Source: an optimization exercise on an open RTL-to-GDS flow (aim: small area, a short achievable clock period and few clock cycles). Production flows keep margins and buffers that such runs may drop. Function was checked by simulation only, so behaviour that the tests miss may differ from the original.

==> trial 60 <==
## hough_line_sort_merge
module hough_line_sort_merge (
   input  logic        clock,
   input  logic        reset,
   input  logic [31:0] req_tdata,
   input  logic        req_tlast,
   input  logic        req_tvalid,
   output logic        req_tready,
   output logic [31:0] rsp_tdata,
   output logic        rsp_tuser,    
   output logic        rsp_tlast,
   output logic        rsp_tvalid,
   input  logic        rsp_tready,
   input  logic        csr_valid,
   output logic        csr_ready,
   input  logic [hlsm_pkg::CsrIndexWidth-1:0] csr_index,
   input  logic [hlsm_pkg::AngleWidth-1:0]    csr_data
);
==> flow/config.mk <==
export PLATFORM = sky130hd
export DESIGN_NAME = hough_line_sort_merge
export DESIGN_NICKNAME = hough_line_sort_merge
export VERILOG_FILES = /design/flow/design.v
export SDC_FILE = /design/flow/constraint.sdc
export NUM_CORES = 4
export LEC_CHECK = 0
export CAP_MARGIN = 20
export CORE_MARGIN = 2
export CORE_UTILIZATION = 55
export CTS_CLUSTER_DIAMETER = 120
export CTS_CLUSTER_SIZE = 20
export PLACE_DENSITY = 0.65
export SETUP_SLACK_MARGIN = 5
export SLEW_MARGIN = 20
==> flow/constraint.sdc <==
create_clock -name core_clock -period 8.0 [get_ports {clock}]
set_input_delay 1.6000 -clock core_clock [delete_from_list [all_inputs] [get_ports {clock}]]
set_output_delay 1.6000 -clock core_clock [all_outputs]
set_load 0.01 [all_outputs]
run.sh (not shown) runs the stock make flow with config.mk's settings and CLKGATE_MAP_FILE= SYNTH_SCRIPT=/design/flow/synth_recipe.tcl, a recipe that flattens the netlist after the stock synthesis.
==> inputs of trial 74, as changes to trial 60 <==
--- a/flow/design.v
+++ b/flow/design.v
@@ -379,15 +379,15 @@
    assign com_in     = walk_step ? com_minus : com_plus;
    assign req_tready = req_tready_ff;
    assign set_done   = ins_done_ff;
    always_comb begin
       in_valid_in = in_valid_ff && !advance;
       in_line_in  = in_line_ff;
       in_last_in  = in_last_ff;
-      if (!in_valid_ff || advance) begin
+      if (req_tready) begin
          in_valid_in         = req_tvalid;
          in_line_in.distance = req_tdata[DW-1:0];
          in_line_in.angle    = req_tdata[DW+AW-1:DW];
          in_last_in          = req_tlast;
       end
    end
    always_comb begin
==> inputs of build 54, as changes to trial 60 <==
--- a/flow/design.v
+++ b/flow/design.v
@@ -41,62 +41,58 @@
       end
       c[0] = cin;
       for (int i = 0; i < 17; i++) begin
          c[i+1] = gg[i] | (pp[i] & cin);
       end
       add17 = p ^ c[16:0];
    endfunction
-   function automatic logic rho_lo_ge(input logic [7:0] a, input logic [7:0] b);
-      rho_lo_ge = (a >= b);
-   endfunction
-   function automatic logic rho_hi_ge(input logic [7:0] a, input logic [7:0] b,
-                                      input logic lo_ge);
-      rho_hi_ge = ({~a[7], a[6:0], lo_ge} >= {~b[7], b[6:0], 1'b1});
-   endfunction
 endpackage
 module hlsm_cell (
    input  logic                  clock,
    input  hlsm_pkg::cell_ctl_type ctl,
    input  hlsm_pkg::line_type    new_line,       
    input  logic                  new_tag,
    input  logic                  new_ge,         
-   input  logic                  new_lo,         
-   input  logic [7:0]            cmp_lo,         
-   input  logic [7:0]            cmp_hi,         
+   input  logic [hlsm_pkg::DistWidth-1:0] cmp_distance,   
    input  hlsm_pkg::line_type    prev_line,
    input  logic                  prev_tag,
    input  logic                  prev_keep,
    input  logic                  prev_ge,
-   input  logic                  prev_lo,
    input  hlsm_pkg::line_type    next_line,
    input  logic                  next_tag,
    input  logic                  next_keep,
    input  logic                  next_ge,
-   input  logic                  next_lo,
    input  logic                  occupied_next,   
    input  logic                  complete_next,   
    output hlsm_pkg::line_type    line_out,
    output logic                  tag_out,
    output logic                  keep_out,
    output logic                  complete_out,
-   output logic                  ge_out,
-   output logic                  lo_out
+   output logic                  ge_out
 );
    localparam int W  = hlsm_pkg::DistWidth + hlsm_pkg::AngleWidth + 1;
    localparam int DW = hlsm_pkg::DistWidth;
    logic [W-1:0] data_ff;
    logic [W-1:0] data_in;
    logic         ge_in;
-   logic         lo_in;
-   logic         lo_ff;          
    logic         kept_ff;        
    logic         complete_ff;    
    logic         take_new, take_next, take_prev, load;
-   assign ge_out = hlsm_pkg::rho_hi_ge(data_ff[W-1:W-8], cmp_hi, lo_ff);
-   assign lo_out = hlsm_pkg::rho_lo_ge(data_ff[W-9:W-16], cmp_lo);
+   function automatic logic rho_ge(input logic [DW-1:0] a, input logic [DW-1:0] b);
+      logic [DW-1:0] ua, ub;
+      logic          ge;
+      ua = {~a[DW-1], a[DW-2:0]};
+      ub = {~b[DW-1], b[DW-2:0]};
+      ge = 1'b1;
+      for (int k = 0; k < DW; k++) begin
+         ge = (ua[k] & ~ub[k]) | (~(ua[k] ^ ub[k]) & ge);
+      end
+      rho_ge = ge;
+   endfunction
+   assign ge_out = rho_ge(data_ff[W-1:W-DW], cmp_distance);
    assign keep_out     = complete_ff || kept_ff;
    assign complete_out = complete_ff;
    assign take_new  = ctl.insert && (ctl.shift ? (keep_out && !next_keep)
                                                : (!keep_out && prev_keep));
    assign load      = ctl.shift ? (!ctl.insert || keep_out) : (ctl.insert && !keep_out);
    assign take_next = ctl.shift && (!ctl.insert || next_keep);
    assign take_prev = ctl.insert && !ctl.shift && !keep_out && !prev_keep;
@@ -107,20 +103,15 @@
    assign ge_in = (!load     && occupied_next && ge_out)
                || (take_new  && occupied_next && new_ge)
                || (take_next && occupied_next && next_ge)
                || (take_prev && occupied_next && prev_ge);
    always_ff @(posedge clock) begin
       data_ff <= data_in;
    end
-   assign lo_in = (!load     && lo_out)
-               || (take_new  && new_lo)
-               || (take_next && next_lo)
-               || (take_prev && prev_lo);
    always_ff @(posedge clock) begin
-      lo_ff       <= lo_in;
       kept_ff     <= ge_in;
       complete_ff <= complete_next;
    end
    assign line_out = data_ff[W-1:1];
    assign tag_out  = data_ff[0];
 endmodule
 module hlsm_walk (
@@ -251,28 +242,16 @@
             q_valid_in[2] = 1'b1;
             q_line_in[2]  = em_line_ff;
             q_keep_in[2]  = em_keep;
             q_last_in[2]  = em_last_ff;
          end
       end
    end
-   logic room_pop, room_hold;
-   logic em_pop, em_hold;
-   logic [QN-1:0] q_pop, q_hold;
-   assign em_hold   = emit || (em_valid_ff && q_valid_ff[2]);
-   assign q_hold[0] = q_valid_ff[0] || em_valid_ff;
-   assign q_hold[1] = q_valid_ff[1] || (em_valid_ff && q_valid_ff[0] && !q_valid_ff[2]);
-   assign q_hold[2] = q_valid_ff[2] || (em_valid_ff && q_valid_ff[1]);
-   assign em_pop    = emit;
-   assign q_pop[0]  = q_valid_ff[1] || em_valid_ff;
-   assign q_pop[1]  = q_valid_ff[2] || (em_valid_ff && q_valid_ff[1]);
-   assign q_pop[2]  = em_valid_ff && q_valid_ff[2];
-   assign room_hold = !((step && em_hold && q_hold[1]) || ((step || em_hold) && q_hold[2]));
-   assign room_pop  = !((step && em_pop && q_pop[1]) || ((step || em_pop) && q_pop[2]));
-   assign room_next = pop ? room_pop : room_hold;
+   assign room_next = !((step && em_valid_in && q_valid_in[1])
+                     || ((step || em_valid_in) && q_valid_in[2]));
    always_ff @(posedge clock) begin
       if (reset) begin
          run_open_ff <= 1'b0;
          em_valid_ff <= 1'b0;
          q_valid_ff  <= '0;
       end else begin
          run_open_ff <= run_open_in;
@@ -314,52 +293,46 @@
    localparam int N  = hlsm_pkg::MaxLines;
    localparam int CW = hlsm_pkg::CountWidth;
    localparam int DW = hlsm_pkg::DistWidth;
    localparam int AW = hlsm_pkg::AngleWidth;
    logic                in_valid_ff, in_valid_in;
    hlsm_pkg::line_type  in_line_ff, in_line_in;
    logic                in_last_ff, in_last_in;
-   logic                mid_valid_ff, mid_valid_in;    
-   hlsm_pkg::line_type  mid_line_ff, mid_line_in;
-   logic                mid_tag_ff, mid_tag_in;
-   logic                mid_done_ff, mid_done_in;
    logic                ins_valid_ff, ins_valid_in;    
    hlsm_pkg::line_type  ins_line_ff, ins_line_in;
    logic                ins_tag_ff, ins_tag_in;
    logic                ins_done_ff, ins_done_in;   
    logic [CW-1:0]       occ_ff, occ_in;         
    logic [CW-1:0]       cmpl_ff, cmpl_in;       
    logic [CW-1:0]       occ_plus, occ_minus, cmpl_minus;
-   logic [CW-1:0]       com_ff, com_in;         
-   logic [CW-1:0]       com_plus, com_minus;
-   logic                com_full_ff;            
    logic [N-1:0]        cell_complete;
    logic [N+1:0]        occ_therm;               
    logic [CW-1:0]       set_count_ff, set_count_in;
    logic                tag_ff, tag_in;         
    hlsm_pkg::csr_type   csr_ff, csr_in;
    logic                drop;
    logic                advance;
+   logic                full_next;
    logic                req_tready_ff;          
    logic                walk_step_in;
+   logic                occ_full_ff;            
+   logic                occ_near_ff;            
    logic                walk_ready_in;
    logic                walk_step_ff;           
    logic                room_next;
    logic                set_done;
    logic                do_insert;
    logic                walk_step;
    logic                last_line;
    logic                new_ge;
-   logic                new_lo;
    hlsm_pkg::cell_ctl_type ctl;
    logic [N-1:0][DW+AW-1:0] cell_line;   
    logic [N-1:0]        cell_tag;
    logic [N-1:0]        cell_keep;
    logic [N-1:0]        cell_ge;
-   logic [N-1:0]        cell_lo;
    hlsm_pkg::line_type  out_line;
    function automatic logic count_above(input logic [CW-1:0] c, input int k);
       logic gt;
       gt = 1'b0;
       for (int b = 0; b < CW; b++) begin
          if (k[b]) gt = c[b] & gt;
          else      gt = c[b] | gt;
@@ -369,43 +342,37 @@
    assign csr_ready  = 1'b1;
    assign do_insert  = ins_valid_ff;
    assign occ_plus   = occ_ff + CW'(do_insert);
    assign occ_minus  = occ_plus - CW'(1);
    assign cmpl_minus = cmpl_ff - CW'(1);
    assign occ_in     = walk_step ? occ_minus : occ_plus;
    assign drop       = (set_count_ff == CW'(N));
-   assign advance    = in_valid_ff && (drop || !com_full_ff || walk_step);
-   assign com_plus   = com_ff + CW'(advance && !drop);
-   assign com_minus  = com_plus - CW'(1);
-   assign com_in     = walk_step ? com_minus : com_plus;
+   assign full_next  = (occ_full_ff && (do_insert == walk_step))
+                    || (occ_near_ff && do_insert && !walk_step);
+   assign advance    = in_valid_ff && (drop || !full_next);
    assign req_tready = req_tready_ff;
    assign set_done   = ins_done_ff;
    always_comb begin
       in_valid_in = in_valid_ff && !advance;
       in_line_in  = in_line_ff;
       in_last_in  = in_last_ff;
-      if (!in_valid_ff || advance) begin
+      if (req_tready) begin
          in_valid_in         = req_tvalid;
          in_line_in.distance = req_tdata[DW-1:0];
          in_line_in.angle    = req_tdata[DW+AW-1:DW];
          in_last_in          = req_tlast;
       end
    end
    always_comb begin
-      mid_valid_in = advance && !drop;
-      mid_line_in  = in_line_ff;
-      mid_tag_in   = tag_ff;
-      mid_done_in  = advance && in_last_ff;
-      ins_valid_in = mid_valid_ff;
-      ins_line_in  = mid_line_ff;
-      ins_tag_in   = mid_tag_ff;
-      ins_done_in  = mid_done_ff;
+      ins_valid_in = advance && !drop;
+      ins_line_in  = in_line_ff;
+      ins_tag_in   = tag_ff;
+      ins_done_in  = advance && in_last_ff;
    end
-   assign new_lo = hlsm_pkg::rho_lo_ge(ins_line_ff.distance[7:0], in_line_ff.distance[7:0]);
-   assign new_ge = ($signed(ins_line_ff.distance) >= $signed(mid_line_ff.distance));
+   assign new_ge = ($signed(ins_line_ff.distance) >= $signed(in_line_ff.distance));
    assign ctl.insert = do_insert;
    assign ctl.shift  = walk_step;
    always_comb begin
       csr_in = csr_ff;
       if (csr_valid) begin
          unique case (csr_index)
             hlsm_pkg::CsrMergeTol: csr_in.merge_tol = csr_data;
@@ -416,64 +383,60 @@
       end
    end
    assign walk_step_in = walk_ready_in && room_next;
    always_ff @(posedge clock) begin
       if (reset) begin
          req_tready_ff <= 1'b1;
       end else begin
-         req_tready_ff <= !in_valid_in || (set_count_in == CW'(N))
-                       || (com_in != CW'(N)) || walk_step_in;
+         req_tready_ff <= !in_valid_in
+                       || (set_count_in == CW'(N))
+                       || !(((occ_in == CW'(N)) && (ins_valid_in == walk_step_in))
+                            || ((occ_in == CW'(N - 1)) && ins_valid_in && !walk_step_in));
       end
    end
    assign walk_step     = walk_step_ff;
    assign walk_ready_in = set_done ? (occ_in != '0)
                                    : (walk_step ? (cmpl_ff > CW'(1)) : (cmpl_ff != '0));
    always_comb begin
       cmpl_in      = set_done ? occ_in : (walk_step ? cmpl_minus : cmpl_ff);
       set_count_in = (advance && in_last_ff) ? '0 : (set_count_ff + CW'(advance && !drop));
       tag_in       = tag_ff ^ (advance && in_last_ff);
    end
    always_ff @(posedge clock) begin
       if (reset) begin
          in_valid_ff      <= 1'b0;
-         mid_valid_ff     <= 1'b0;
-         mid_done_ff      <= 1'b0;
          ins_valid_ff     <= 1'b0;
          ins_done_ff      <= 1'b0;
          occ_ff           <= '0;
-         com_ff           <= '0;
-         com_full_ff      <= 1'b0;
+         occ_full_ff      <= 1'b0;
+         occ_near_ff      <= 1'b0;
          walk_step_ff     <= 1'b0;
          cmpl_ff          <= '0;
          set_count_ff     <= '0;
          tag_ff           <= 1'b0;
          csr_ff.merge_tol <= hlsm_pkg::TolReset;
          csr_ff.skip_low  <= hlsm_pkg::SkipLowReset;
          csr_ff.skip_high <= hlsm_pkg::SkipHighReset;
       end else begin
          in_valid_ff  <= in_valid_in;
-         mid_valid_ff <= mid_valid_in;
-         mid_done_ff  <= mid_done_in;
          ins_valid_ff <= ins_valid_in;
          ins_done_ff  <= ins_done_in;
          occ_ff       <= occ_in;
-         com_ff       <= com_in;
-         com_full_ff  <= (com_in == CW'(N));
+         occ_full_ff  <= (occ_in == CW'(N));
+         occ_near_ff  <= (occ_in == CW'(N - 1));
          walk_step_ff  <= walk_step_in;
          cmpl_ff      <= cmpl_in;
          set_count_ff <= set_count_in;
          tag_ff       <= tag_in;
          csr_ff       <= csr_in;
       end
    end
    always_ff @(posedge clock) begin
       in_line_ff <= in_line_in;
       in_last_ff <= in_last_in;
-      mid_line_ff <= mid_line_in;
-      mid_tag_ff  <= mid_tag_in;
       ins_line_ff <= ins_line_in;
       ins_tag_ff  <= ins_tag_in;
    end
    always_comb begin
       occ_therm[0]   = 1'b1;
       occ_therm[N+1] = 1'b0;
       for (int k = 0; k < N; k++) begin
@@ -485,16 +448,14 @@
       hlsm_pkg::line_type next_line;
       logic               prev_tag;
       logic               next_tag;
       logic               prev_keep;
       logic               next_keep;
       logic               prev_ge;
       logic               next_ge;
-      logic               prev_lo;
-      logic               next_lo;
       logic               occupied;
       logic               complete;
       assign occupied = !reset && ((do_insert && !walk_step) ? occ_therm[i]
                                  : (walk_step && !do_insert) ? occ_therm[i+2]
                                  :                             occ_therm[i+1]);
       if (i == N - 1) begin : g_last
          assign complete = !reset && (set_done ? occupied : (!walk_step && cell_complete[i]));
@@ -503,62 +464,53 @@
                                     : (walk_step ? cell_complete[i+1] : cell_complete[i]));
       end
       if (i == 0) begin : g_head
          assign prev_line = ins_line_ff;
          assign prev_tag  = ins_tag_ff;
          assign prev_keep = 1'b1;
          assign prev_ge   = new_ge;
-         assign prev_lo   = new_lo;
       end else begin : g_body
          assign prev_line = cell_line[i-1];
          assign prev_tag  = cell_tag[i-1];
          assign prev_keep = cell_keep[i-1];
          assign prev_ge   = cell_ge[i-1];
-         assign prev_lo   = cell_lo[i-1];
       end
       if (i == N - 1) begin : g_tail
          assign next_line = '0;
          assign next_tag  = 1'b0;
          assign next_keep = 1'b0;
          assign next_ge   = 1'b0;
-         assign next_lo   = 1'b0;
       end else begin : g_mid
          assign next_line = cell_line[i+1];
          assign next_tag  = cell_tag[i+1];
          assign next_keep = cell_keep[i+1];
          assign next_ge   = cell_ge[i+1];
-         assign next_lo   = cell_lo[i+1];
       end
       hlsm_cell u_cell (
          .clock     (clock),
          .ctl       (ctl),
          .new_line  (ins_line_ff),
          .new_tag   (ins_tag_ff),
          .new_ge    (new_ge),
-         .new_lo    (new_lo),
-         .cmp_lo    (in_line_ff.distance[7:0]),
-         .cmp_hi    (mid_line_ff.distance[15:8]),
+         .cmp_distance (in_line_ff.distance),
          .prev_line (prev_line),
          .prev_tag  (prev_tag),
          .prev_keep (prev_keep),
          .prev_ge   (prev_ge),
-         .prev_lo   (prev_lo),
          .next_line (next_line),
          .next_tag  (next_tag),
          .next_keep (next_keep),
          .next_ge   (next_ge),
-         .next_lo   (next_lo),
          .occupied_next (occupied),
          .complete_next (complete),
          .line_out  (cell_line[i]),
          .tag_out   (cell_tag[i]),
          .keep_out  (cell_keep[i]),
          .complete_out (cell_complete[i]),
-         .ge_out    (cell_ge[i]),
-         .lo_out    (cell_lo[i])
+         .ge_out    (cell_ge[i])
       );
    end
    assign last_line = (cmpl_ff < CW'(2)) || (cell_tag[1] != cell_tag[0]);
    hlsm_walk u_walk (
       .clock      (clock),
       .reset      (reset),
       .step       (walk_step),
==> flow_summary.json <==
{
  "use_met3_pct": 6.029,
  "met2_length_mm": 193.4,
  "fin_nets": 15400,
  "netlist.area_leader.share_pct": 37.62,
  "clock_buffers": 187,
  "fmax_mhz": 323.5,
  "n_fill_cell": 20530,
  "cp_max_fo": 2,
  "critPathRequiredTime_ns": 6.40,
  "final-clk-cell-share_pct": 2.889,
  "cts_setup_buffers": 38,
  "wirelength_mm": 448.8,
  "register_area_um2": 53310,
  "pre_cts_ws_ns": 3.171,
  "drive_gt1_share_pct": 6.318,
  "status": "timing/DRC/antenna clean"
}
-- figures above: trial 74

==> flow_summary.json <==
{
  "met2_length_mm": 227.7,
  "n_fill_cell": 19790,
  "fmax_mhz": 318.8,
  "fin_nets": 15000,
  "netlist.area_leader.share_pct": 37.09,
  "use_met3_pct": 7.415,
  "pre_cts_ws_ns": 3.439,
  "cp_max_fo": 20,
  "drive_gt1_share_pct": 8.089,
  "final-clk-cell-share_pct": 2.793,
  "status": "timing/DRC/antenna clean",
  "register_area_um2": 51210
}
-- figures above: build 54

==> flow_summary.json <==
{
  "status": "timing/DRC/antenna clean",
  "critPathRequiredTime_ns": 8.69,
  "final-clk-cell-share_pct": 2.869,
  "cp_max_fo": 8,
  "n_fill_cell": 20620,
  "fmax_mhz": 311.3,
  "netlist.area_leader.share_pct": 37.27,
  "drive_gt1_share_pct": 6.691,
  "met2_length_mm": 213.3,
  "pre_cts_ws_ns": 3.862,
  "cts_setup_buffers": 61,
  "register_area_um2": 53320
}
-- figures above: trial 60

Testbench counts of trial 60, summed over its fixed seeds: cycles 15,367.
Testbench counts of trial 74, summed over its fixed seeds: cycles 15,367.
Testbench counts of build 54, summed over its fixed seeds: cycles 15,331.

what the ideal ports hide:
How much do the figures lean on ideal ports? The routed layouts below were timed once more, with nothing changed but the port constraints.
Step 1 sets driving cells, clkbuf_16 on the clock port and buf_2 on the other inputs (assumed; they add their load-dependent delay and slew).
Step 2 also shifts input and output timing later by t, the mid clock arrival at the registers, as if the neighbouring blocks saw the same clock.
Three values: no drivers, after step 1, after step 2; two values: the first two.
run	t (ns)	setup slack, ns	worst register clock-pin slew, ns	worst data-port slew with drivers (ns)
trial 60	0.936	4.788 / 4.788 / 4.278	0.10 / 0.10	0.19
trial 74	0.949	4.908 / 4.810 / 4.183	0.10 / 0.10	0.18
build 54	0.924	4.863 / 4.862 / 4.246	0.10 / 0.10	0.05
After both steps every run listed still meets setup and hold. For trial 74, which loses most, drivers alone change the setup slack by -0.098 ns; drivers and shift together by -0.725 ns.
